Background: an optimization exercise with open tools, aiming at small area. Do not read the settings as production practice.
Only simulation tests tie the RTL to the original design; equivalence was not proved.
Power and IR drop assume default switching activity.

==> flow/design.v (outline; a module is shown in full before it is edited, if it fits) <==
// module pe_ws_cell: 94 lines
// module tile_ws_grid_mac_top: 335 lines
// module tile_ws_grid_mac_mid: 336 lines
// module tile_ws_grid_mac_bot: 379 lines
// module tile_ws_grid: 84 lines
// module tile_ws_grid_rshift: 23 lines
module tile_ws_grid
#(
  parameter int unsigned ROWS    = 4,
  parameter int unsigned COLS    = 4,
  parameter int unsigned A_W     = tile_ws_grid_pkg::TILE_A_W,
  parameter int unsigned B_W     = tile_ws_grid_pkg::TILE_B_W,
  parameter int unsigned D_W     = tile_ws_grid_pkg::TILE_D_W,
  parameter int unsigned SHIFT_W = tile_ws_grid_pkg::TILE_SHIFT_W,
  parameter int unsigned CY_W    = tile_ws_grid_pkg::TILE_CY_W
) (
  input  logic                    clock,
  input  logic                    reset,
  input  logic [ROWS*A_W-1:0]     io_in_a,
  input  logic [COLS*B_W-1:0]     io_in_b,
  input  logic [COLS-1:0]         io_in_b_shift,
  input  logic [COLS*D_W-1:0]     io_in_d,
  input  logic [COLS-1:0]         io_in_control_propagate,
  input  logic [COLS*SHIFT_W-1:0] io_in_control_shift,
  input  logic [COLS-1:0]         io_in_valid,
  output logic [ROWS*A_W-1:0]     io_out_a,
  output logic [COLS*B_W-1:0]     io_out_b,
  output logic [COLS*D_W-1:0]     io_out_c,
  output logic [COLS-1:0]         io_out_control_propagate,
  output logic [COLS*SHIFT_W-1:0] io_out_control_shift,
  output logic [COLS-1:0]         io_out_valid
);
  // ...
==> flow/run.sh <==
#!/bin/bash
# synth_recipe.tcl (not shown) runs the flow's synth.tcl, then flattens the netlist and writes it again
# the make line also repeats each setting of config.mk as NAME=value (left out here)
make -C /OpenROAD-flow-scripts/flow DESIGN_CONFIG=/design/flow/config.mk WORK_HOME=/design/flow/orfs CLKGATE_MAP_FILE= SYNTH_SCRIPT=/design/flow/synth_recipe.tcl finish
==> flow/config.mk <==
export PLATFORM = sky130hd
export DESIGN_NAME = tile_ws_grid
export DESIGN_NICKNAME = tile_ws_grid
export VERILOG_FILES = /design/flow/design.v
export SDC_FILE = /design/flow/constraint.sdc
export NUM_CORES = 4
export LEC_CHECK = 0
export ABC_AREA = 1
export CAP_MARGIN = 20
export CORE_MARGIN = 2
export CORE_UTILIZATION = 45
export GPL_TIMING_DRIVEN = 0
export PLACE_DENSITY = 0.6
export SLEW_MARGIN = 20
==> flow/constraint.sdc <==
create_clock -name core_clock -period 11.0 [get_ports {clock}]
set_input_delay 2.2000 -clock core_clock [delete_from_list [all_inputs] [get_ports {clock}]]
set_output_delay 2.2000 -clock core_clock [all_outputs]
set_load 0.01 [all_outputs]
==> results.cfg, run 1 <==
[power]
top_power_group = combinational cells
pwr-share-comb_pct = 59.1
finalPower_uw = 30200
pwr-share-clk_pct = 18.8

[detailed_routing]
drt_iter0_drc = 10400
met1Wirelength_mm = 179
wirelength_mm = 386
vias = 100000

[global_routing]
grt_overflow_total = 0
antenna_found_initial = 21

[final_layout]
final_cell_area_um2 = 131000
most-common-layout-cells = inv_1 (2523), nand2_1 (1897), dfxtp_1 (1372), xor2_1 (1312), fa_1 (1292)
layout.nets = 17100
multi_input_area_um2 = 75000
fin_cells = 18800
top_regs = g_row.g_col.u_cell.r_psum x512, g_row.g_col.u_cell.r_w0 x304, g_row.g_col.u_cell.r_w1 x304
largest_reg_flops = 512
fill_cells = 25300
regMostFlops = g_row.g_col.u_cell.r_psum
clock_area_share_pct = 4.37

[floorplan]
core-area_um2 = 255000

[yosys]
yosysMostFrequentCell = inv_1
synth_top_area_share_pct = 23.8
yosys.area_share.xor_xnor_pct = 10.3
ys_top_cells_by_area = dfxtp_1 (24%), fa_1 (22%), xor2_1 (10%), inv_1 (8.2%), o22ai_1 (6.2%)
yosysUniqueCellTypes = 58
syn-mean-instance-area_um2 = 7.93
ys_ff_latch = 1372
ys_warn_count = 18

[setup_path]
worstPathMaxFanout = 12
cp-end-kind = flop
reg2reg_slack_ns = 0.58
criticalPathCategory = primary input to flop
cp-startpoint = io_in_valid[0]

[placed_design]
dp_hpwl_mm = 313
io_buffer_count = 524
postPlaceCellArea_um2 = 125000

[timing]
fin_crit_ns = 10.71
rsz0062_at_grt = no
period_share_pct = 97.4
max_freq_mhz = 93.4
setup_viol = 0

[worst_hold_path]
hp-class = flop to flop

[outcome]
status = timing/DRC/antenna clean

[clock_tree]
cts_setup_buffers = 0
==> run 2, diff against run 1 <==
--- a/flow/config.mk
+++ b/flow/config.mk
@@ -9,6 +9,5 @@
 export CAP_MARGIN = 20
 export CORE_MARGIN = 2
 export CORE_UTILIZATION = 45
-export GPL_TIMING_DRIVEN = 0
 export PLACE_DENSITY = 0.6
 export SLEW_MARGIN = 20
==> results.cfg, run 2 <==
[final_layout]
fin_util_pct = 51.0
largest_reg_flops = 512
multi_input_area_um2 = 75000
final_common_cell = inv_1
seq_area_um2 = 27500
layout.nets = 16700
final_layout_size_suffix_gt1_share_pct = 5.35
fill_cells = 25000
regMostFlops = g_row.g_col.u_cell.r_psum
areaGrowthSynthToFinish_pct = 12.5
final_cell_area_um2 = 130000
top_regs = g_row.g_col.u_cell.r_psum x512, g_row.g_col.u_cell.r_w0 x304, g_row.g_col.u_cell.r_w1 x304
most-common-layout-cells = inv_1 (2523), nand2_1 (1890), dfxtp_1 (1372), xor2_1 (1312), fa_1 (1292)

[setup_path]
criticalPathCategory = primary input to flop
critical-path-max-stage-delay_ns = 0.49
cp_common_cell = fa_1
critPathArrivalTime_ns = 11.05
worstPathMaxFanout = 6
crit_required_ns = 11.72
crit_path_start_kind = primary input
cpMaxStageDelayCell = fa_1
cp-end-kind = flop
path_cells = clkdlybuf4s50_1 -> inv_1 -> o21ai_0 -> inv_1 -> buf_4 -> nand2_1 -> o21ai_1 -> o22ai_1 -> xor2_1 -> fa_1 -> fa_1 -> fa_1 -> fa_1 -> fa_1 -> fa_1 -> fa_1 -> fa_1 -> fa_1 -> fa_1 -> fa_1 -> fa_1 -> fa_1 -> fa_1 -> fa_1

[timing]
max_freq_mhz = 96.9
period_share_pct = 93.9
slew_violations = 0
hold_viol = 0
fin_crit_ns = 10.32
worstMarginPinSlew_ns = 1.23
rsz0062_at_grt = no
relSlewSlack_pct = 17.1
tns_ns = 0
timing.final.ws_setup_ns = 0.675
setup_viol = 0
finalClockSkew_ns = 0.0403

[placed_design]
dp_hpwl_mm = 265
gp_congestion = 0.929
io_buffer_count = 533
postPlaceCellArea_um2 = 124000
pre_cts_slack_ns = -0.222

[clock_tree]
clockRootBuffer = clkbuf_16
cts_setup_buffers = 0
cts_resized = 0
ctsHoldBuffers = 0
clk_latency_ns = 0.85
cts_tree = done
cts_buffer_depth = 3
cts_sinks = 1372
cts_htree_levels = 4
clkSlewWorstSetupHoldPaths_ns = 0.06
cts_buffers = 159

[power]
switching_share_pct = 43.3
peakVddDrop_mv = 0.222
finalPower_uw = 29000
power_density_nw_per_um2 = 223
internal-power_uw = 16400
leakage_uw = 0.0586
seqPwrFrac_pct = 23.1
p_sw_uw = 12600
pwr-share-comb_pct = 57.9
pwr-share-clk_pct = 19.1

[yosys]
syn-mean-instance-area_um2 = 7.93
yosysMostFrequentCell = inv_1
ys_warn_count = 18
synth_top_area_share_pct = 23.8
yosysUniqueCellTypes = 58
synth.net_count = 16400
syn_area_um2 = 115000
ys_top_cells_by_area = dfxtp_1 (24%), fa_1 (22%), xor2_1 (10%), inv_1 (8.2%), o22ai_1 (6.2%)
synthCells = 14600
postSynth.asyncResetShare_pct = 0
yosys.area.top_type = dfxtp_1
synth_edf_count = 0
synth_top_flop_cell = dfxtp_1
ys_ff_latch = 1372
ys_top_cells_by_count = inv_1 (2523), nand2_1 (1897), dfxtp_1 (1372)
yosysSeqAreaShare_pct = 23.8

[detailed_routing]
via_per_inst = 5.26
drt_iter0_drc = 8230
firstDrtPassIters = 6
drcViolationCount = 0
vias = 96300
post_drt_wl_per_cell_um = 18.7
wirelength_mm = 342
ant_nets = 0

[global_routing]
grt_usage_pct = 25.8
grt_max_degree = 209
antenna_found_initial = 22
grt_pass1_vias = 90400
grt_overflow_total = 0
grt_pass1_wl_mm = 532

[floorplan]
die_y_um = 511
start_util_pct = 45.3
die_area_um2 = 261000
die_width_um = 511
fp-row-count = 185
ios = 534
core-area_um2 = 255000

[outcome]
status = timing/DRC/antenna clean

[worst_hold_path]
hp-class = flop to flop

[run]
max_cap_viol_count = 0
[run 2: cell counts after synthesis]
No cell type changed its count.
[run 2: per-stage QoR]
step | hold slack (ns) | cells
2_1_floorplan | 0.310 | 14600
3_3_place_gp | 0.312 | 18000
3_5_place_dp | 0.312 | 18000
4_1_cts | 0.324 | 18300
5_1_grt | 0.325 | 18300
6_report | 0.320 | 18300
[run 2: power by group through the flow]
stage / clock network [µW] / logic [µW] / registers (µW)
after floorplan: 0 / 11400 / 6560
after global placement: 0 / 16500 / 6760
after detailed placement: 0 / 16800 / 6780
after CTS: 5670 / 16900 / 6680
after global routing: 5870 / 19500 / 6760
final: 5530 / 16800 / 6690
[run 2: logic make-up (layout without fill, tap and decap cells)]
logic type               after synthesis  after routing  share of synthesized area, %
AO/OA/AOI/OAI                       3574           3574                          17.0
XOR/XNOR                            1363           1363                          10.3
adder cells (fa/ha/maj)             1593           1593                          25.7
buffers and inverters               3442           3803                          11.3
flip-flops                          1372           1372                          23.8
multiplexers                          41             41                         0.355
other                                  0              6                             0
AND/OR/NAND/NOR                     3175           3175                          11.5
[run 2: area by class of cell]
type | instances | share of cell area, %
Tap cell | 3366 | 3.24
Sequential cell | 1372 | 21.1
Multi-Input combinational cell | 9746 | 57.7
Antenna cell | 6 | 0.0116
Clock buffer | 210 | 3.45
Timing Repair Buffer | 868 | 6.05
Clock inverter | 81 | 0.771
Inverter | 2644 | 7.65
[run 2: metal layers]
layer	part of all wire, %	track usage [%]	up-vias	routed length (µm)
met5	0.034	0	-	115
met4	2.5	6.54	18	8410
met3	7.5	4.31	397	25700
met2	41	36.5	3454	139000
met1	49	40.4	45500	169000
li1	-	-	46900	-
[run 2: worst paths after layout]
path / cells past startpoint / from / end / slack, ns
worst max-delay path: 24 / io_in_valid[0] / g_row[0].g_col[0].u_cell.r_psum[15] / 0.68
worst min-delay path: 0 / g_row[1].g_col[2].u_cell.r_shift[1] / g_row[2].g_col[2].u_cell.r_shift[1] / 0.32
worst max register to register: 45 / g_row[2].g_col[3].u_cell.r_valid / g_row[3].g_col[3].u_cell.r_psum[31] / 1.11
worst min register to register: 0 / g_row[1].g_col[2].u_cell.r_shift[1] / g_row[2].g_col[2].u_cell.r_shift[1] / 0.32
[run 2: critical path: cells and delay by family]
kind                       cells  cell delay, ns
and+or+nand+nor                1            0.04
adders and majority gates     15            7.02
AOI/OAI and AO/OA              3            0.69
buffers and inverters          4            0.91
xor gates and xnor gates       1            0.19
==> run 3, diff against run 2 <==
==> flow/flow/run.sh (new file) <==
#!/bin/bash
# The standard layout (standard.sh, the standard flow's own ORFS run) with two changes:
#  - synthesis skips the ABC pass inside Yosys's generic synth script (SYNTH_ARGS=-noabc),
#    so the full adders written in the RTL reach extract_fa as written instead of being
#    re-expressed with inverted signals first; registers are mapped exactly as before;
#  - every port still gets its buffer, but the smallest one (buf_1) rather than the
#    delay buffer buffer_ports picks by default.
# The whole make output goes to flow_make.log in the work folder; ORFS keeps each
# step's own log under orfs/logs/.
set -euo pipefail
bash standard.sh \
  SYNTH_ARGS=-noabc \
  "BUFFER_PORTS_ARGS=-buffer_cell sky130_fd_sc_hd__buf_1" \
  finish > flow_make.log 2>&1
test -s out/final.def
==> flow/standard.sh (new file) <==
#!/bin/bash
# synth_recipe.tcl (not shown) runs the flow's synth.tcl, then flattens the netlist and writes it again
# the make line also repeats each setting of config.mk as NAME=value (left out here)
make -C /OpenROAD-flow-scripts/flow DESIGN_CONFIG=/design/flow/config.mk WORK_HOME=/design/flow/orfs CLKGATE_MAP_FILE= SYNTH_SCRIPT=/design/flow/synth_recipe.tcl "${@:-finish}"
removed: flow/run.sh
==> results.cfg, run 3 <==
[detailed_routing]
vias = 91100
wirelength_mm = 326
ant_nets = 0
via_per_inst = 5.33
drcViolationCount = 0
post_drt_wl_per_cell_um = 19.1
drt_iter0_drc = 7500
firstDrtPassIters = 6

[timing]
hold_viol = 0
relSlewSlack_pct = 16.2
slew_violations = 0
tns_ns = 0
rsz0062_at_grt = no
finalClockSkew_ns = 0.0316
fin_crit_ns = 10.15
setup_viol = 0
worstMarginPinSlew_ns = 1.24
max_freq_mhz = 98.5
period_share_pct = 92.3

[outcome]
status = timing/DRC/antenna clean

[final_layout]
regMostFlops = g_row.g_col.u_cell.r_psum
most-common-layout-cells = nand2_1 (1780), inv_1 (1611), dfxtp_1 (1372), xor2_1 (1337), fa_1 (1308)
fill_cells = 24100
fin_cells = 17100
largest_reg_flops = 512
top_regs = g_row.g_col.u_cell.r_psum x512, g_row.g_col.u_cell.r_w0 x304, g_row.g_col.u_cell.r_w1 x304
fin_util_pct = 49.4
areaGrowthSynthToFinish_pct = 9.53
final_layout_size_suffix_gt1_share_pct = 5.09
final_common_cell = nand2_1
layout.nets = 15500

[worst_hold_path]
hp-class = flop to flop
hold_path.startpoint = g_row[0].g_col[0].u_cell.r_shift[2]

[floorplan]
die_area_um2 = 253000
fp-row-count = 183
start_util_pct = 45.1
die_width_um = 503
die_y_um = 503
core-area_um2 = 248000
ios = 534

[global_routing]
antenna_found_initial = 26
grt_max_degree = 129
grt_overflow_total = 0
grt_pass1_vias = 85100
grt_pass1_wl_mm = 504
grt_usage_pct = 25.3

[setup_path]
cp-end-kind = flop
crit_required_ns = 11.70
rr_startpoint = g_row[2].g_col[1].u_cell.r_valid
worstPathMaxFanout = 21
critPathArrivalTime_ns = 10.85
crit_path_start_kind = flop
cpMaxStageDelayCell = fa_1
critical-path-max-stage-delay_ns = 0.47
cp_common_cell = fa_1
cp-startpoint = g_row[2].g_col[1].u_cell.r_valid
criticalPathCategory = flop to flop

[yosys]
ys_top_cells_by_area = dfxtp_1 (25%), fa_1 (23%), xor2_1 (10%), o22ai_1 (6.3%), nand2_1 (6.0%)
postSynth.asyncResetShare_pct = 0
synth_top_area_share_pct = 24.6
synth.net_count = 15400
synth_top_flop_cell = dfxtp_1
yosysUniqueCellTypes = 58
ys_warn_count = 18
syn-mean-instance-area_um2 = 8.31
syn_area_um2 = 112000
yosysMostFrequentCell = nand2_1
synth_edf_count = 0
yosys.area.top_type = dfxtp_1
ys_ff_latch = 1372
yosysSeqAreaShare_pct = 24.6
ys_top_cells_by_count = nand2_1 (1787), inv_1 (1611), dfxtp_1 (1372)
synthCells = 13500

[clock_tree]
cts_htree_levels = 4
clockRootBuffer = clkbuf_16
cts_buffers = 160
clk_latency_ns = 0.85
cts_tree = done
ctsHoldBuffers = 0
cts_buffer_depth = 3
cts_setup_buffers = 0
cts_resized = 0
cts_sinks = 1372
clkSlewWorstSetupHoldPaths_ns = 0.06

[placed_design]
dp_cells = 16800
dp_hpwl_mm = 255
io_buffer_count = 533
gp_congestion = 0.916

[power]
leakage_uw = 0.0566
peakVddDrop_mv = 0.186
power_density_nw_per_um2 = 235

[run]
max_cap_viol_count = 0
-- run 3: cells by family after synthesis --
logic type,Yosys count,synth area share [%]
multiplexers,33,0.295
XOR/XNOR,1383,10.8
flip-flops,1372,24.6
buffers and inverters,2494,8.49
adder cells (fa/ha/maj),1624,26.9
AND/OR/NAND/NOR,2882,10.8
AO/OA/AOI/OAI,3676,18.0
-- run 3: area by class of cell --
cell class,count,area (µm²),area share [%]
inverters,1689,6350,5.18
well taps,3330,4170,3.40
multi-input cells,9598,74900,61.2
flip-flops and latches,1372,27500,22.4
repair buffers,801,4030,3.29
clock inverters,71,1020,0.832
clock buffers,214,4530,3.69
diodes,9,22.5,0.0184
-- run 3: per-layer routing --
layer	vias to the layer above	routed length (µm)	share of wire [%]	GRT usage (%)
li1	44500	-	-	-
met1	43200	166000	51	40.4
met2	3019	128000	39	34.7
met3	357	23800	7.3	4.34
met4	20	7740	2.4	6.18
met5	-	125	0.038	0
-- run 3: stage by stage --
| stage | setup WS, ns | hold WS [ns] | area [µm²] | power (µW) |
|---|---|---|---|---|
| 2_1_floorplan | 0.565 | 0.310 | 112000 | 18000 |
| 5_1_grt | 0.313 | 0.325 | 123000 | 31700 |
| 6_report | 0.847 | 0.321 | 123000 | 28800 |
| 3_5_place_dp | 0.257 | 0.312 | 117000 | 23300 |
| 3_3_place_gp | 0.283 | 0.310 | 117000 | 22900 |
| 4_1_cts | 0.793 | 0.322 | 122000 | 29000 |
-- run 3: critical path: cells and delay by family (launching register included) --
family	cells	cell delay, ns
simple gates	9	1.10
compound gates	4	0.90
flops	1	0.31
fa+ha+maj	17	7.17
buf+inv	5	0.54
-- run 3: where the power goes --
group,internal [µW],switching (µW)
clock network,3300,2280
registers,6280,705
logic,6930,9320
-- run 3: final timing paths --
| check | end | slack (ns) | cells after the start |
|---|---|---|---|
| min | g_row[1].g_col[0].u_cell.r_shift[2] | 0.32 | 0 |
| min reg2reg | g_row[1].g_col[0].u_cell.r_shift[2] | 0.32 | 0 |
| max reg2reg | g_row[3].g_col[1].u_cell.r_psum[27] | 0.85 | 35 |
| max | g_row[3].g_col[1].u_cell.r_psum[27] | 0.85 | 35 |
==> run 4, diff against run 3 <==
==> flow/flow/run.sh (replaced) <==
#!/bin/bash
# The standard layout (standard.sh, the standard flow's own ORFS run) with these changes:
#  - synthesis skips the ABC pass inside Yosys's generic synth script (SYNTH_ARGS=-noabc),
#    so the full adders written in the RTL reach extract_fa as written; registers are
#    mapped exactly as in the standard synthesis;
#  - after synthesis, remap.tcl re-maps only the plain gates of that netlist with the
#    area-oriented ABC script remap.abc (registers, adders and tie cells untouched), and the
#    flow continues from that netlist;
#  - every port still gets its buffer, but the smallest one (buf_1) rather than the
#    delay buffer buffer_ports picks by default.
# Logs: flow_synth.log, flow_remap.log, flow_layout.log in the work folder, and ORFS's own
# per-step logs under orfs/logs/.
set -euo pipefail
ARGS=(SYNTH_ARGS=-noabc "BUFFER_PORTS_ARGS=-buffer_cell sky130_fd_sc_hd__buf_1")
RES=orfs/results/${FLOW_PLATFORM}/tile_ws_grid/base
bash standard.sh "${ARGS[@]}" synth > flow_synth.log 2>&1
cp "$RES/1_2_yosys.v" "$RES/1_2_yosys.standard.v"
IN="$RES/1_2_yosys.standard.v" OUT="$RES/1_2_yosys.v" TOP="$FLOW_TOP" \
  LIB="$FLOW_HOME/platforms/sky130hd/lib/sky130_fd_sc_hd__tt_025C_1v80.lib" \
  SCRIPT="$PWD/flow/remap.abc" \
  yosys -c flow/remap.tcl > flow_remap.log 2>&1
rm -f "$RES/1_synth.odb" "$RES/1_synth.sdc"
bash standard.sh "${ARGS[@]}" finish > flow_layout.log 2>&1
test -s out/final.def
==> flow/flow/remap.abc (new file) <==
strash
dc2
dch -f
amap
topo
==> flow/flow/remap.tcl (new file) <==
# Re-map the combinational logic of the standard synthesis netlist with an area-oriented
# ABC script. Registers, full and half adders and tie cells stay exactly as synthesis
# left them (same instances, same names); only the plain gates between them are remapped.
# Usage: yosys -c remap.tcl  (with env IN, OUT, LIB, SCRIPT)
yosys -import
set lib $::env(LIB)
read_liberty -ignore_miss_func $lib
read_verilog $::env(IN)
hierarchy -top $::env(TOP)
setattr -mod -set keep_hierarchy 1 sky130_fd_sc_hd__fa_1 sky130_fd_sc_hd__ha_1 sky130_fd_sc_hd__dfxtp_1 sky130_fd_sc_hd__edfxtp_1 sky130_fd_sc_hd__conb_1
flatten
opt -fast
abc -liberty $lib -dont_use sky130_fd_sc_hd__probe_p_8 -dont_use sky130_fd_sc_hd__probec_p_8 -dont_use sky130_fd_sc_hd__lpflow_bleeder_1 -dont_use sky130_fd_sc_hd__lpflow_clkbufkapwr_1 -dont_use sky130_fd_sc_hd__lpflow_clkbufkapwr_16 -dont_use sky130_fd_sc_hd__lpflow_clkbufkapwr_2 -dont_use sky130_fd_sc_hd__lpflow_clkbufkapwr_4 -dont_use sky130_fd_sc_hd__lpflow_clkbufkapwr_8 -dont_use sky130_fd_sc_hd__lpflow_clkinvkapwr_1 -dont_use sky130_fd_sc_hd__lpflow_clkinvkapwr_16 -dont_use sky130_fd_sc_hd__lpflow_clkinvkapwr_2 -dont_use sky130_fd_sc_hd__lpflow_clkinvkapwr_4 -dont_use sky130_fd_sc_hd__lpflow_clkinvkapwr_8 -dont_use sky130_fd_sc_hd__lpflow_decapkapwr_12 -dont_use sky130_fd_sc_hd__lpflow_decapkapwr_3 -dont_use sky130_fd_sc_hd__lpflow_decapkapwr_4 -dont_use sky130_fd_sc_hd__lpflow_decapkapwr_6 -dont_use sky130_fd_sc_hd__lpflow_decapkapwr_8 -dont_use sky130_fd_sc_hd__lpflow_inputiso0n_1 -dont_use sky130_fd_sc_hd__lpflow_inputiso0p_1 -dont_use sky130_fd_sc_hd__lpflow_inputiso1n_1 -dont_use sky130_fd_sc_hd__lpflow_inputiso1p_1 -dont_use sky130_fd_sc_hd__lpflow_inputisolatch_1 -dont_use sky130_fd_sc_hd__lpflow_isobufsrc_1 -dont_use sky130_fd_sc_hd__lpflow_isobufsrc_16 -dont_use sky130_fd_sc_hd__lpflow_isobufsrc_2 -dont_use sky130_fd_sc_hd__lpflow_isobufsrc_4 -dont_use sky130_fd_sc_hd__lpflow_isobufsrc_8 -dont_use sky130_fd_sc_hd__lpflow_isobufsrckapwr_16 -dont_use sky130_fd_sc_hd__lpflow_lsbuf_lh_hl_isowell_tap_1 -dont_use sky130_fd_sc_hd__lpflow_lsbuf_lh_hl_isowell_tap_2 -dont_use sky130_fd_sc_hd__lpflow_lsbuf_lh_hl_isowell_tap_4 -dont_use sky130_fd_sc_hd__lpflow_lsbuf_lh_isowell_4 -dont_use sky130_fd_sc_hd__lpflow_lsbuf_lh_isowell_tap_1 -dont_use sky130_fd_sc_hd__lpflow_lsbuf_lh_isowell_tap_2 -dont_use sky130_fd_sc_hd__lpflow_lsbuf_lh_isowell_tap_4  -script $::env(SCRIPT)
opt_clean -purge
delete sky130_fd_sc_hd__*
setundef -zero
hilomap -singleton -hicell sky130_fd_sc_hd__conb_1 HI -locell sky130_fd_sc_hd__conb_1 LO
splitnets
opt_clean -purge
insbuf -buf sky130_fd_sc_hd__buf_4 A X
read_liberty -lib -ignore_miss_func $lib
check -assert
tee -o $::env(OUT).stat stat -liberty $lib
write_verilog -noattr -noexpr -nohex -nodec $::env(OUT)
--- a/flow/config.mk
+++ b/flow/config.mk
@@ -9,5 +9,6 @@
 export CAP_MARGIN = 20
 export CORE_MARGIN = 2
 export CORE_UTILIZATION = 45
+export CTS_BUF_LIST = sky130_fd_sc_hd__clkbuf_4 sky130_fd_sc_hd__clkbuf_8
 export PLACE_DENSITY = 0.6
 export SLEW_MARGIN = 20
==> results.cfg, run 4 <==
[detailed_routing]
ant_nets = 0
drcViolationCount = 0
drt_iter0_drc = 8134
post_drt_wl_per_cell_um = 22.4
firstDrtPassIters = 6
vias = 99500
via_per_inst = 5.94
wirelength_mm = 375

[timing]
fin_crit_ns = 10.56
period_share_pct = 96.0
tns_ns = 0
max_freq_mhz = 94.7
relSlewSlack_pct = 20.3
timing.final.ws_setup_ns = 0.439
rsz0062_at_grt = yes
worstMarginPinSlew_ns = 1.20
slew_violations = 0
hold_viol = 0
finalClockSkew_ns = 0.100
setup_viol = 0

[global_routing]
grt_usage_pct = 30.9
antenna_found_initial = 63
grt_max_degree = 202
grt_overflow_total = 0
grt_pass1_wl_mm = 571
grt_pass1_vias = 96400

[final_layout]
top_regs = g_row.g_col.u_cell.r_psum x512, g_row.g_col.u_cell.r_w0 x304, g_row.g_col.u_cell.r_w1 x304
regMostFlops = g_row.g_col.u_cell.r_psum
fin_util_pct = 52.3
final_cell_area_um2 = 120000
most-common-layout-cells = o21ai_0 (1841), o22ai_1 (1671), dfxtp_1 (1362), clkinv_1 (1309), fa_1 (1301)
final_layout_size_suffix_gt1_share_pct = 7.88
areaGrowthSynthToFinish_pct = 15.5
fill_cells = 21800
final_common_cell = o21ai_0
seq_area_um2 = 27500
multi_input_area_um2 = 72200
largest_reg_flops = 512
layout.nets = 15400

[setup_path]
critPathTopFamily = adder cells
worstPathMaxFanout = 8
crit_end = g_row[3].g_col[1].u_cell.r_psum[31]
r2r-end = g_row[3].g_col[1].u_cell.r_psum[31]
rr_startpoint = g_row[2].g_col[1].u_cell.r_valid
critPathArrivalTime_ns = 11.42
ff2ff_path_depth = 37
crit_path_start_kind = flop
crit_required_ns = 11.86
cp_common_cell = fa_1
cpMaxStageDelayCell = fa_1
path_depth = 37
cp-startpoint = g_row[2].g_col[1].u_cell.r_valid
reg2reg_slack_ns = 0.44
critical-path-max-stage-delay_ns = 0.46
critical_path_buf_inv_count = 4
cp-end-kind = flop
criticalPathCategory = flop to flop

[floorplan]
die_width_um = 485
start_util_pct = 45.3
die_area_um2 = 235000
fp-row-count = 176
ios = 534
core-area_um2 = 230000
die_y_um = 485

[placed_design]
gp_congestion = 0.945
pre_cts_slack_ns = -0.480
io_buffer_count = 533
dp_hpwl_mm = 287
postPlaceCellArea_um2 = 114000

[yosys]
synth.net_count = 14100
syn-mean-instance-area_um2 = 8.55
ys_warn_count = 18
synthCells = 12200
syn_area_um2 = 104000

[outcome]
status = timing/DRC/antenna clean

[worst_hold_path]
hp-class = flop to flop

[clock_tree]
cts_tree = done
ctsHoldBuffers = 0
clkSlewWorstSetupHoldPaths_ns = 0.06
clk_latency_ns = 1.07
clockRootBuffer = clkbuf_8
cts_htree_levels = 5
cts_buffers = 275
cts_buffer_depth = 4
cts_sinks = 1372

[power]
power_density_nw_per_um2 = 229
peakVddDrop_mv = 0.184
leakage_uw = 0.0442

[run]
max_cap_viol_count = 0
run 4: cell types whose count changed in the layout (fill, tap and decap cells not counted), sizes merged, moves of 192 or more:
cell    change
clkinv   +1268
xor2     -1337
nand2     -583
nor2      +646
clkbuf    +192
buf       +218
o22ai     +560
a22oi     +278
nand3     -285
o21ai     +281
inv      -1640
run 4: layout make-up:
type	count	area share, %
Inverter	1326	4.18
Sequential cell	1372	22.9
Multi-Input combinational cell	9490	60.0
Timing Repair Buffer	1024	4.85
Antenna cell	38	0.0791
Clock buffer	401	4.31
Clock inverter	63	0.588
Tap cell	3026	3.15
run 4: layer usage:
metal | vias to the layer above | GRT usage, % | wire length (µm)
met4 | 12 | 17.6 | 22800
met2 | 3989 | 51.0 | 177000
li1 | 47100 | - | -
met1 | 47500 | 39.2 | 153000
met3 | 880 | 3.80 | 22300
met5 | - | 0 | 84
run 4: worst min path at each step:
stage	start	to	cells past startpoint
6_report	g_row[0].g_col[0].u_cell.r_shift[4]	g_row[1].g_col[0].u_cell.r_shift[4]	0
2_1_floorplan	g_row[0].g_col[0].u_cell.r_shift[0]	g_row[1].g_col[0].u_cell.r_shift[0]	0
4_1_cts	g_row[1].g_col[0].u_cell.r_shift[0]	g_row[2].g_col[0].u_cell.r_shift[0]	0
3_5_place_dp	g_row[0].g_col[3].u_cell.r_shift[2]	g_row[1].g_col[3].u_cell.r_shift[2]	0
3_3_place_gp	g_row[0].g_col[0].u_cell.r_shift[3]	g_row[1].g_col[0].u_cell.r_shift[3]	0
5_1_grt	g_row[0].g_col[0].u_cell.r_shift[4]	g_row[1].g_col[0].u_cell.r_shift[4]	0
run 4: timing repair:
item	4_1_cts	5_1_grt
resized for setup	39	129
setup endpoints to repair	105	132
pin swaps	6	26
setup buffers	2	14
run 4: through the flow:
| stage | power, µW | hold slack, ns | std cells |
|---|---|---|---|
| 5_1_grt | 30100 | 0.329 | 16700 |
| 2_1_floorplan | 16600 | 0.310 | 12200 |
| 3_3_place_gp | 21600 | 0.310 | 16200 |
| 6_report | 27500 | 0.323 | 16700 |
| 4_1_cts | 27800 | 0.325 | 16700 |
| 3_5_place_dp | 22000 | 0.312 | 16200 |
run 4: report_power, final:
part	internal (µW)	switching, µW
sequential	6220	668
combinational	6330	8630
clock	3350	2340
total	15900	11600
==> run 5, diff against run 4 <==
--- a/flow/config.mk
+++ b/flow/config.mk
@@ -8,7 +8,7 @@
 export ABC_AREA = 1
 export CAP_MARGIN = 20
 export CORE_MARGIN = 2
-export CORE_UTILIZATION = 45
+export CORE_UTILIZATION = 60
 export CTS_BUF_LIST = sky130_fd_sc_hd__clkbuf_4 sky130_fd_sc_hd__clkbuf_8
-export PLACE_DENSITY = 0.6
+export PLACE_DENSITY = 0.7
 export SLEW_MARGIN = 20
==> results.cfg, run 5 <==
[outcome]
status = timing/DRC/antenna clean

[final_layout]
top_regs = g_row.g_col.u_cell.r_psum x512, g_row.g_col.u_cell.r_w0 x304, g_row.g_col.u_cell.r_w1 x304
largest_reg_flops = 512
final_layout_size_suffix_gt1_share_pct = 7.44
most-common-layout-cells = o21ai_0 (1841), o22ai_1 (1670), dfxtp_1 (1363), clkinv_1 (1306), fa_1 (1301)
final_common_cell = o21ai_0
regMostFlops = g_row.g_col.u_cell.r_psum
areaGrowthSynthToFinish_pct = 14.0
layout.nets = 15300

[global_routing]
grt_max_degree = 153
grt_usage_pct = 39.9
grt_pass1_wl_mm = 552
grt_pass1_vias = 97700
grt_overflow_total = 0
antenna_found_initial = 53

[clock_tree]
clkSlewWorstSetupHoldPaths_ns = 0.07
clockRootBuffer = clkbuf_8
clk_latency_ns = 1.04
ctsHoldBuffers = 0
cts_buffers = 230
cts_tree = done
cts_sinks = 1372
cts_htree_levels = 4
cts_buffer_depth = 3

[floorplan]
die_y_um = 421
ios = 534
die_width_um = 421
core-area_um2 = 172000
die_area_um2 = 177000
fp-row-count = 152
start_util_pct = 60.5

[power]
leakage_uw = 0.0439
power_density_nw_per_um2 = 235
peakVddDrop_mv = 0.199
finalPower_uw = 27900

[timing]
max_freq_mhz = 94.5
worstMarginPinSlew_ns = 1.19
relSlewSlack_pct = 21.0
finalClockSkew_ns = 0.0558
setup_viol = 0
period_share_pct = 96.2
slew_violations = 0
hold-worst-slack_ns = 0.323
hold_viol = 0
fin_crit_ns = 10.59

[setup_path]
worstPathMaxFanout = 14
cpMaxStageDelayCell = dfxtp_2
crit_path_start_kind = flop
critical-path-max-stage-delay_ns = 0.39
criticalPathCategory = flop to primary output
ff2ff_path_depth = 36
cp_common_cell = nor2_1
crit_required_ns = 8.80
cp-end-kind = primary output
critPathArrivalTime_ns = 8.39

[detailed_routing]
drt_iter0_drc = 12100
firstDrtPassIters = 9
post_drt_wl_per_cell_um = 22.7
ant_nets = 0
drcViolationCount = 0
vias = 103000
via_per_inst = 6.44
wirelength_mm = 362

[yosys]
ys_warn_count = 18
synthCells = 12200
synth.net_count = 14100
syn_area_um2 = 104000
syn-mean-instance-area_um2 = 8.55

[worst_hold_path]
holdPathStages = 0
hp-class = flop to flop

[placed_design]
io_buffer_count = 533
gp_congestion = 1.01
dp_hpwl_mm = 274

[run]
max_cap_viol_count = 0
==> run 5: final cells by class <==
cell class,count,area [µm²]
antenna,40,100
clock buffer,348,4410
clock inverter,66,978
fill,14100,53400
inverter,1326,5060
multi-input combinational,9490,72200
sequential,1372,27500
tap,2310,2890
timing repair buffer,1001,5660
==> run 5: stage by stage <==
step                      setup WS [ns]  TNS (ns)  utilization (%)  std cells  cell area (µm²)
after global routing             -0.120    -0.996             69.0      16000           119000
after global placement           -0.408     -2.24             65.4      15500           113000
final                             0.415         0             69.0      16000           119000
after CTS                       0.00928         0             68.6      15900           118000
after floorplan                  0.0132         0                -      12200           104000
after detailed placement         -0.422     -2.27             65.4      15500           113000
==> run 5: worst max-delay path: cells and delay by family (launching register included) <==
family                   cells  cell delay, ns
AO/OA/AOI/OAI               24            4.07
AND/OR/NAND/NOR             13            1.63
buffers and inverters        8            1.08
flip-flops                   1            0.39
adder cells (fa/ha/maj)      1            0.20
==> run 5: worst paths after layout <==
path / start / to / slack, ns
worst max-delay path: g_row[3].g_col[1].u_cell.r_shift[3] / io_out_c[42] / 0.41
worst min-delay path: g_row[1].g_col[2].u_cell.r_shift[4] / g_row[2].g_col[2].u_cell.r_shift[4] / 0.32
worst max register to register: g_row[2].g_col[2].u_cell.r_valid / g_row[3].g_col[2].u_cell.r_psum[30] / 0.50
worst min register to register: g_row[1].g_col[2].u_cell.r_shift[4] / g_row[2].g_col[2].u_cell.r_shift[4] / 0.32
==> run 5: metal layers <==
metal / wire [µm] / global-route usage [%] / up-vias
li1: - / - / 47000
met1: 133000 / 48.0 / 48600
met2: 169000 / 64.7 / 5869
met3: 30800 / 6.52 / 1253
met4: 29600 / 29.5 / 14
met5: 82 / 0 / -
==> run 5: report_power, final <==
group | internal, µW | total [µW] | switching, µW | leakage, µW
clock network | 3010 | 5270 | 2260 | 0.00279
logic | 6600 | 15700 | 9120 | 0.0297
registers | 6220 | 6890 | 673 | 0.0113
==> run 5: repair_timing <==
action                     in CTS  in global routing
setup endpoints to repair     115                127
gates resized for setup        27                132
pin swaps                       5                 33
gates cloned                    0                  1
buffers inserted                0                 14
==> run 6, diff against run 5 <==
--- a/flow/config.mk
+++ b/flow/config.mk
@@ -8,7 +8,6 @@
 export ABC_AREA = 1
 export CAP_MARGIN = 20
 export CORE_MARGIN = 2
-export CORE_UTILIZATION = 60
-export CTS_BUF_LIST = sky130_fd_sc_hd__clkbuf_4 sky130_fd_sc_hd__clkbuf_8
-export PLACE_DENSITY = 0.7
+export CORE_UTILIZATION = 45
+export PLACE_DENSITY = 0.6
 export SLEW_MARGIN = 20
==> results.cfg, run 6 <==
[setup_path]
cpMaxStageDelayCell = fa_1
critPathArrivalTime_ns = 11.29
crit_required_ns = 11.73
cp-end-kind = flop
worstPathMaxFanout = 4
crit_path_start_kind = primary input
critical-path-max-stage-delay_ns = 0.44
criticalPathCategory = primary input to flop

[global_routing]
grt_pass1_vias = 95300
grt_pass1_wl_mm = 569
grt_max_degree = 202
grt_overflow_total = 0
grt_usage_pct = 30.8
antenna_found_initial = 58

[worst_hold_path]
hp-class = flop to flop

[timing]
fin_crit_ns = 10.56
worstMarginPinSlew_ns = 1.19
relSlewSlack_pct = 20.6
setup_viol = 0
slew_violations = 0
finalClockSkew_ns = 0.0387
hold_viol = 0
period_share_pct = 96.0
max_freq_mhz = 94.7
hold-worst-slack_ns = 0.320

[placed_design]
postPlaceCellArea_um2 = 114000
io_buffer_count = 533
gp_congestion = 0.945
dp_cells = 16200
dp_hpwl_mm = 287

[clock_tree]
cts_buffer_depth = 3
cts_buffers = 161
clockRootBuffer = clkbuf_16
clkSlewWorstSetupHoldPaths_ns = 0.07
cts_htree_levels = 4
cts_tree = done
clk_latency_ns = 0.83
cts_sinks = 1372

[yosys]
ys_warn_count = 18
syn_area_um2 = 104000
synth.net_count = 14100
synthCells = 12200
syn-mean-instance-area_um2 = 8.55

[final_layout]
final_common_cell = o21ai_0
most-common-layout-cells = o21ai_0 (1846), o22ai_1 (1674), dfxtp_1 (1362), clkinv_1 (1310), fa_1 (1300)
top_regs = g_row.g_col.u_cell.r_psum x512, g_row.g_col.u_cell.r_w0 x304, g_row.g_col.u_cell.r_w1 x304
areaGrowthSynthToFinish_pct = 15.3
largest_reg_flops = 512
final_cell_area_um2 = 120000
regMostFlops = g_row.g_col.u_cell.r_psum
fin_cells = 16600
layout.nets = 15300
final_layout_size_suffix_gt1_share_pct = 6.35

[power]
peakVddDrop_mv = 0.190
power_density_nw_per_um2 = 231
leakage_uw = 0.0439

[floorplan]
start_util_pct = 45.3
fp-row-count = 176
ios = 534
die_width_um = 485
die_area_um2 = 235000
core-area_um2 = 230000
die_y_um = 485

[outcome]
status = timing/DRC/antenna clean

[detailed_routing]
wirelength_mm = 373
vias = 98900
firstDrtPassIters = 6
via_per_inst = 5.97
ant_nets = 0
drcViolationCount = 0
post_drt_wl_per_cell_um = 22.5
drt_iter0_drc = 8386

[run]
max_cap_viol_count = 0
## run 6: cell types whose count changed in the layout (fill, tap and decap cells not counted), sizes merged
| cell | delta |
|---|---|
| buf | +26 |
| inv | -7 |
| clkinvlp | -4 |
| clkinv | +17 |
| bufinv | +5 |
| clkbuf | -136 |
| diode | -2 |
## run 6: timing repair
item | in CTS | in global routing
setup endpoints to repair | 18 | 133
pin swaps | 4 | 24
buffers inserted | 1 | 12
resized for setup | 13 | 120
hold buffers | 0 | 0
## run 6: metrics by stage
stage | setup TNS, ns | setup slack (ns) | util [%] | total power [µW]
2_1_floorplan | 0 | 0.0132 | - | 16600
3_3_place_gp | -3.55 | -0.563 | 49.4 | 21600
3_5_place_dp | -2.85 | -0.480 | 49.4 | 22000
4_1_cts | 0 | 0.0134 | 52.0 | 28000
5_1_grt | -0.0768 | -0.0202 | 52.2 | 30300
6_report | 0 | 0.440 | 52.2 | 27700
## run 6: worst max-delay path, delay by kind of cell
family	cells	cell delay [ns]
AOI/OAI and AO/OA	2	0.38
adders and majority gates	17	6.79
buffers and inverters	5	0.41
and+or+nand+nor	11	1.53
## run 6: where the power goes
part	internal (µW)	switching [µW]	total, µW
clock	3540	2310	5840
combinational	6340	8620	15000
sequential	6220	665	6880
## run 6: layer usage
layer	routed length [µm]	GRT usage (%)	share of wire, %	vias to the layer above
li1	-	-	-	46900
met5	69	0	0.018	-
met4	21900	16.6	5.9	10
met1	153000	39.3	41	47300
met2	176000	50.9	47	3902
met3	22000	3.70	5.9	757
## run 6: path summary, 6_finish.rpt
kind,slack (ns),start,end,depth (start not counted)
worst max register to register,0.50,g_row[2].g_col[2].u_cell.r_valid,g_row[3].g_col[2].u_cell.r_psum[30],36
worst min-delay path,0.32,g_row[1].g_col[3].u_cell.r_shift[4],g_row[2].g_col[3].u_cell.r_shift[4],0
worst max-delay path,0.44,io_in_a[24],g_row[3].g_col[0].u_cell.r_psum[30],35
worst min register to register,0.32,g_row[1].g_col[3].u_cell.r_shift[4],g_row[2].g_col[3].u_cell.r_shift[4],0
## run 6: layout make-up
type	instances	area (µm²)
Sequential cell	1372	27500
Timing Repair Buffer	1021	5800
Clock inverter	77	1260
Clock buffer	218	4560
Fill cell	21800	110000
Multi-Input combinational cell	9490	72100
Tap cell	3026	3790
Inverter	1326	5030
Antenna cell	38	95.1
==> run 7, diff against run 6 <==
--- a/flow/flow/run.sh
+++ b/flow/flow/run.sh
@@ -6,12 +6,15 @@
 #  - after synthesis, remap.tcl re-maps only the plain gates of that netlist with the
 #    area-oriented ABC script remap.abc (registers, adders and tie cells untouched), and the
 #    flow continues from that netlist;
+#  - clock tree synthesis runs with ORFS's usual arguments plus -dont_use_dummy_load (no
+#    extra dummy loads to balance the tree) and larger sink clusters (25 sinks, 100 um);
 #  - every port still gets its buffer, but the smallest one (buf_1) rather than the
 #    delay buffer buffer_ports picks by default.
 # Logs: flow_synth.log, flow_remap.log, flow_layout.log in the work folder, and ORFS's own
 # per-step logs under orfs/logs/.
 set -euo pipefail
-ARGS=(SYNTH_ARGS=-noabc "BUFFER_PORTS_ARGS=-buffer_cell sky130_fd_sc_hd__buf_1")
+ARGS=(SYNTH_ARGS=-noabc "BUFFER_PORTS_ARGS=-buffer_cell sky130_fd_sc_hd__buf_1"
+  "CTS_ARGS=-sink_clustering_enable -repair_clock_nets -dont_use_dummy_load -sink_clustering_size 25 -sink_clustering_max_diameter 100")
 RES=orfs/results/${FLOW_PLATFORM}/tile_ws_grid/base
 bash standard.sh "${ARGS[@]}" synth > flow_synth.log 2>&1
 cp "$RES/1_2_yosys.v" "$RES/1_2_yosys.standard.v"
==> results.cfg, run 7 <==
[worst_hold_path]
holdPathEnd = g_row[2].g_col[0].u_cell.r_shift[3]
hold_path.startpoint = g_row[1].g_col[0].u_cell.r_shift[3]
hp-class = flop to flop
holdPathStages = 0

[placed_design]
gp_congestion = 0.945
io_buffer_count = 533
pre_cts_slack_ns = -0.480
dp_cells = 16200
dp_hpwl_mm = 287

[clock_tree]
cts_buffers = 83
ctsHoldBuffers = 0
cts_htree_levels = 3
clockRootBuffer = clkbuf_16
clk_latency_ns = 0.76
cts_tree = done
cts_sinks = 1372
cts_buffer_depth = 3
clkSlewWorstSetupHoldPaths_ns = 0.10

[timing]
slew_violations = 0
rsz0062_at_grt = yes
tns_ns = 0
setup_viol = 0
finalClockSkew_ns = 0.0791
period_share_pct = 96.0
relSlewSlack_pct = 20.4
max_freq_mhz = 94.7
hold_viol = 0
fin_crit_ns = 10.56
worstMarginPinSlew_ns = 1.19
timing.final.ws_setup_ns = 0.440

[final_layout]
regMostFlops = g_row.g_col.u_cell.r_psum
fill_cells = 22100
multi_input_area_um2 = 72000
final_common_cell = o21ai_0
final_layout_size_suffix_gt1_share_pct = 5.06
most-common-layout-cells = o21ai_0 (1852), o22ai_1 (1676), dfxtp_1 (1359), clkinv_1 (1312), fa_1 (1298)
largest_reg_flops = 512
top_regs = g_row.g_col.u_cell.r_psum x512, g_row.g_col.u_cell.r_w0 x304, g_row.g_col.u_cell.r_w1 x304
fin_cells = 16400
areaGrowthSynthToFinish_pct = 11.7
seq_area_um2 = 27500
layout.nets = 15200

[run]
max_cap_viol_count = 0

[detailed_routing]
wirelength_mm = 370
ant_nets = 0
via_per_inst = 6.00
firstDrtPassIters = 6
vias = 98100
drt_iter0_drc = 7824
post_drt_wl_per_cell_um = 22.6
drcViolationCount = 0

[yosys]
syn_area_um2 = 104000
synthCells = 12200
syn-mean-instance-area_um2 = 8.55
synth.net_count = 14100
ys_warn_count = 18

[setup_path]
cp_common_cell = fa_1
cpMaxStageDelayCell = fa_1
crit_required_ns = 11.59
criticalPathCategory = flop to flop
cp-end-kind = flop
critPathArrivalTime_ns = 11.15
reg2reg_slack_ns = 0.44
worstPathMaxFanout = 8
critical-path-max-stage-delay_ns = 0.46
crit_path_start_kind = flop
ff2ff_path_depth = 37
r2r-end = g_row[3].g_col[1].u_cell.r_psum[31]
rr_startpoint = g_row[2].g_col[1].u_cell.r_valid

[global_routing]
grt_pass1_wl_mm = 564
antenna_found_initial = 59
grt_pass1_vias = 94300
grt_overflow_total = 0
grt_usage_pct = 30.5
grt_max_degree = 202

[power]
finalPower_uw = 24900
leakage_uw = 0.0420
power_density_nw_per_um2 = 214
peakVddDrop_mv = 0.187

[outcome]
status = timing/DRC/antenna clean

[floorplan]
start_util_pct = 45.3
die_area_um2 = 235000
die_width_um = 485
ios = 534
die_y_um = 485
core-area_um2 = 230000
fp-row-count = 176
run 7: how the worst max path moves through the flow:
| stage | start | endpoint |
|---|---|---|
| after floorplan | io_in_valid[3] | g_row[0].g_col[3].u_cell.r_psum[15] |
| after global placement | io_in_a[24] | g_row[3].g_col[0].u_cell.r_psum[30] |
| after detailed placement | io_in_a[24] | g_row[3].g_col[0].u_cell.r_psum[30] |
| after CTS | g_row[3].g_col[0].u_cell.r_shift[4] | io_out_c[14] |
| after global routing | g_row[3].g_col[1].u_cell.r_shift[2] | io_out_c[46] |
| final | g_row[2].g_col[1].u_cell.r_valid | g_row[3].g_col[1].u_cell.r_psum[31] |
run 7: power by group:
group | internal (µW) | switching (µW) | total [µW]
Clock | 1340 | 1730 | 3070
Combinational | 6340 | 8610 | 14900
Sequential | 6210 | 662 | 6870
Total | 13900 | 11000 | 24900
run 7: stage by stage:
step                hold slack (ns)  cell area (µm²)  util [%]
floorplan                     0.310           104000         -
CTS                           0.288           116000      50.3
finish                        0.288           116000      50.5
global placement              0.310           114000      49.4
global route                  0.301           116000      50.5
detailed placement            0.312           114000      49.4
run 7: routing by layer:
metal  global-route usage, %  wire length, µm  vias up
met5                       0               87        -
met4                    15.7            20600       12
met3                    2.84            21200      695
met2                    50.8           176000     3849
met1                    39.4           153000    46900
li1                        -                -    46600
run 7: final cells by class:
cell class,instances,area share [%]
Sequential cell,1372,23.6
Antenna cell,34,0.0732
Inverter,1326,4.32
Multi-Input combinational cell,9490,62.0
Clock buffer,83,1.79
Tap cell,3026,3.26
Timing Repair Buffer,1021,4.97
run 7: worst max-delay path: cells and delay by family, from the launching register on:
family	cells	cell delay (ns)
AOI/OAI and AO/OA	5	0.64
adders and majority gates	17	7.18
buffers and inverters	4	0.39
DFF	1	0.41
and+or+nand+nor	11	1.77
run 7: timing repair:
| item | in CTS | in global routing |
|---|---|---|
| buffers inserted | 1 | 12 |
| gates resized for setup | 10 | 113 |
| pin swaps | 1 | 21 |
| setup endpoints to repair | 10 | 135 |
==> run 8, diff against run 7 <==
--- a/flow/config.mk
+++ b/flow/config.mk
@@ -8,6 +8,6 @@
 export ABC_AREA = 1
 export CAP_MARGIN = 20
 export CORE_MARGIN = 2
-export CORE_UTILIZATION = 45
-export PLACE_DENSITY = 0.6
+export CORE_UTILIZATION = 60
+export PLACE_DENSITY = 0.7
 export SLEW_MARGIN = 20
==> results.cfg, run 8 <==
[outcome]
status = timing/DRC/antenna clean

[clock_tree]
cts_sinks = 1372
cts_buffers = 74
cts_tree = done
cts_buffer_depth = 3
cts_htree_levels = 3
clkSlewWorstSetupHoldPaths_ns = 0.09
ctsHoldBuffers = 0
clockRootBuffer = clkbuf_16
clk_latency_ns = 0.74

[setup_path]
rr_startpoint = g_row[2].g_col[2].u_cell.r_valid
critical-path-max-stage-delay_ns = 0.44
critPathTopFamily = adder cells
crit_end = g_row[3].g_col[0].u_cell.r_psum[30]
crit_required_ns = 11.59
path_depth = 35
critical_path_buf_inv_count = 5
r2r-end = g_row[3].g_col[2].u_cell.r_psum[30]
cpMaxStageDelayCell = fa_1
cp-startpoint = io_in_a[24]
crit_path_start_kind = primary input
worstPathMaxFanout = 4
ff2ff_path_depth = 36
cp-end-kind = flop
critPathArrivalTime_ns = 11.24
criticalPathCategory = primary input to flop
reg2reg_slack_ns = 0.52

[global_routing]
grt_usage_pct = 39.5
antenna_found_initial = 50
grt_overflow_total = 0
grt_pass1_wl_mm = 546
grt_max_degree = 153
grt_pass1_vias = 95800

[detailed_routing]
ant_nets = 0
via_per_inst = 6.48
vias = 101000
firstDrtPassIters = 7
drt_iter0_drc = 12600
post_drt_wl_per_cell_um = 23.0
drcViolationCount = 0
wirelength_mm = 358

[floorplan]
start_util_pct = 60.5
die_area_um2 = 177000
core-area_um2 = 172000
ios = 534
fp-row-count = 152
die_width_um = 421
die_y_um = 421

[final_layout]
fill_cells = 14600
layout.nets = 15200
fin_cells = 15600
regMostFlops = g_row.g_col.u_cell.r_psum
seq_area_um2 = 27500
final_layout_size_suffix_gt1_share_pct = 4.89
largest_reg_flops = 512
fin_util_pct = 66.9
most-common-layout-cells = o21ai_0 (1852), o22ai_1 (1672), dfxtp_1 (1362), clkinv_1 (1308), fa_1 (1300)
areaGrowthSynthToFinish_pct = 10.5
top_regs = g_row.g_col.u_cell.r_psum x512, g_row.g_col.u_cell.r_w0 x304, g_row.g_col.u_cell.r_w1 x304
final_common_cell = o21ai_0
multi_input_area_um2 = 72100

[power]
peakVddDrop_mv = 0.199
power_density_nw_per_um2 = 221
finalPower_uw = 25500
leakage_uw = 0.0419

[placed_design]
io_buffer_count = 533
dp_hpwl_mm = 274
dp_cells = 15500
gp_congestion = 1.01

[yosys]
syn_area_um2 = 104000
synth.net_count = 14100
syn-mean-instance-area_um2 = 8.55
ys_warn_count = 18
synthCells = 12200

[timing]
max_freq_mhz = 93.9
worstMarginPinSlew_ns = 1.18
relSlewSlack_pct = 21.3
period_share_pct = 96.8
fin_crit_ns = 10.65
setup_viol = 0
tns_ns = 0
slew_violations = 0
finalClockSkew_ns = 0.0609
hold_viol = 0
hold-worst-slack_ns = 0.317

[worst_hold_path]
holdPathStages = 0
hp-class = flop to flop

[run]
max_cap_viol_count = 0
==> run 8: how the worst min path moves through the flow <==
| stage | startpoint | endpoint | slack, ns |
|---|---|---|---|
| 3_5_place_dp | g_row[0].g_col[2].u_cell.r_shift[1] | g_row[1].g_col[2].u_cell.r_shift[1] | 0.31 |
| 3_3_place_gp | g_row[1].g_col[0].u_cell.r_shift[3] | g_row[2].g_col[0].u_cell.r_shift[3] | 0.31 |
| 4_1_cts | g_row[0].g_col[0].u_cell.r_shift[4] | g_row[1].g_col[0].u_cell.r_shift[4] | 0.32 |
| 6_report | g_row[0].g_col[0].u_cell.r_shift[4] | g_row[1].g_col[0].u_cell.r_shift[4] | 0.32 |
| 2_1_floorplan | g_row[0].g_col[0].u_cell.r_shift[0] | g_row[1].g_col[0].u_cell.r_shift[0] | 0.31 |
| 5_1_grt | g_row[0].g_col[0].u_cell.r_shift[4] | g_row[1].g_col[0].u_cell.r_shift[4] | 0.31 |
==> run 8: timing repair <==
item / 4_1_cts / 5_1_grt
endpoints found under the setup margin: 49 / 129
pin swaps: 0 / 20
buffers inserted: 0 / 12
resized for setup: 9 / 112
==> run 8: cell type report <==
cell class | count | share of cell area [%]
sequential | 1372 | 23.9
clock buffer | 74 | 1.61
timing repair buffer | 999 | 4.90
tap | 2310 | 2.51
multi-input combinational | 9490 | 62.6
antenna | 40 | 0.0870
inverter | 1326 | 4.39
==> run 8: metal layers <==
| layer | vias to the layer above | track usage (%) | routed length [µm] |
|---|---|---|---|
| met4 | 8 | 27.9 | 28300 |
| met3 | 1068 | 5.11 | 28800 |
| met1 | 48000 | 48.2 | 133000 |
| met5 | - | 0 | 47 |
| met2 | 5562 | 64.7 | 168000 |
| li1 | 46500 | - | - |
==> run 8: stage by stage <==
step / cell area [µm²] / setup WS, ns
global placement: 113000 / -0.408
floorplan: 104000 / 0.0132
CTS: 115000 / 0.00240
global route: 115000 / -0.0722
detailed placement: 113000 / -0.422
finish: 115000 / 0.350
==> run 8: report_power, final <==
part,internal (µW),switching (µW)
logic,6600,9100
clock network,1200,1690
registers,6210,672

what the ideal ports hide:
In the flow no input, the clock included, has a driving cell. The finished layouts below were timed again as built, in two steps.
Step 1 sets driving cells, clkbuf_16 on the clock port and buf_2 on the other inputs (assumed; they add their load-dependent delay and slew).
Step 2 also shifts input and output timing later by t, the mid clock arrival at the registers, as if the neighbouring blocks saw the same clock.
Slacks: ideal ports / drivers / drivers and shift; pairs: ideal ports / drivers.
run | t, ns | setup slack, ns | worst setup path after step 2 | worst register clock-pin slew, ns
run 1 | 0.943 | 0.290 / 0.360 / -0.583 | input to register | 0.08 / 0.08
run 2 | 0.928 | 0.675 / 0.752 / -0.176 | input to register | 0.07 / 0.07
run 3 | 0.936 | 0.847 / 0.847 / 0.315 | input to register | 0.07 / 0.07
run 4 | 1.115 | 0.439 / 0.439 / -0.456 | input to register | 0.08 / 0.08
run 5 | 1.109 | 0.415 / 0.319 / -0.431 | input to register | 0.07 / 0.07
run 6 | 0.911 | 0.440 / 0.498 / -0.400 | input to register | 0.07 / 0.07
run 7 | 0.826 | 0.440 / 0.440 / -0.310 | input to register | 0.11 / 0.11
run 8 | 0.827 | 0.350 / 0.317 / -0.397 | input to register | 0.11 / 0.11
With both steps, setup timing fails in 7 of these runs, where it was met with ideal ports. The setup slack of run 4, which loses most, moves by 0.000 ns with the drivers and by -0.895 ns with both steps.
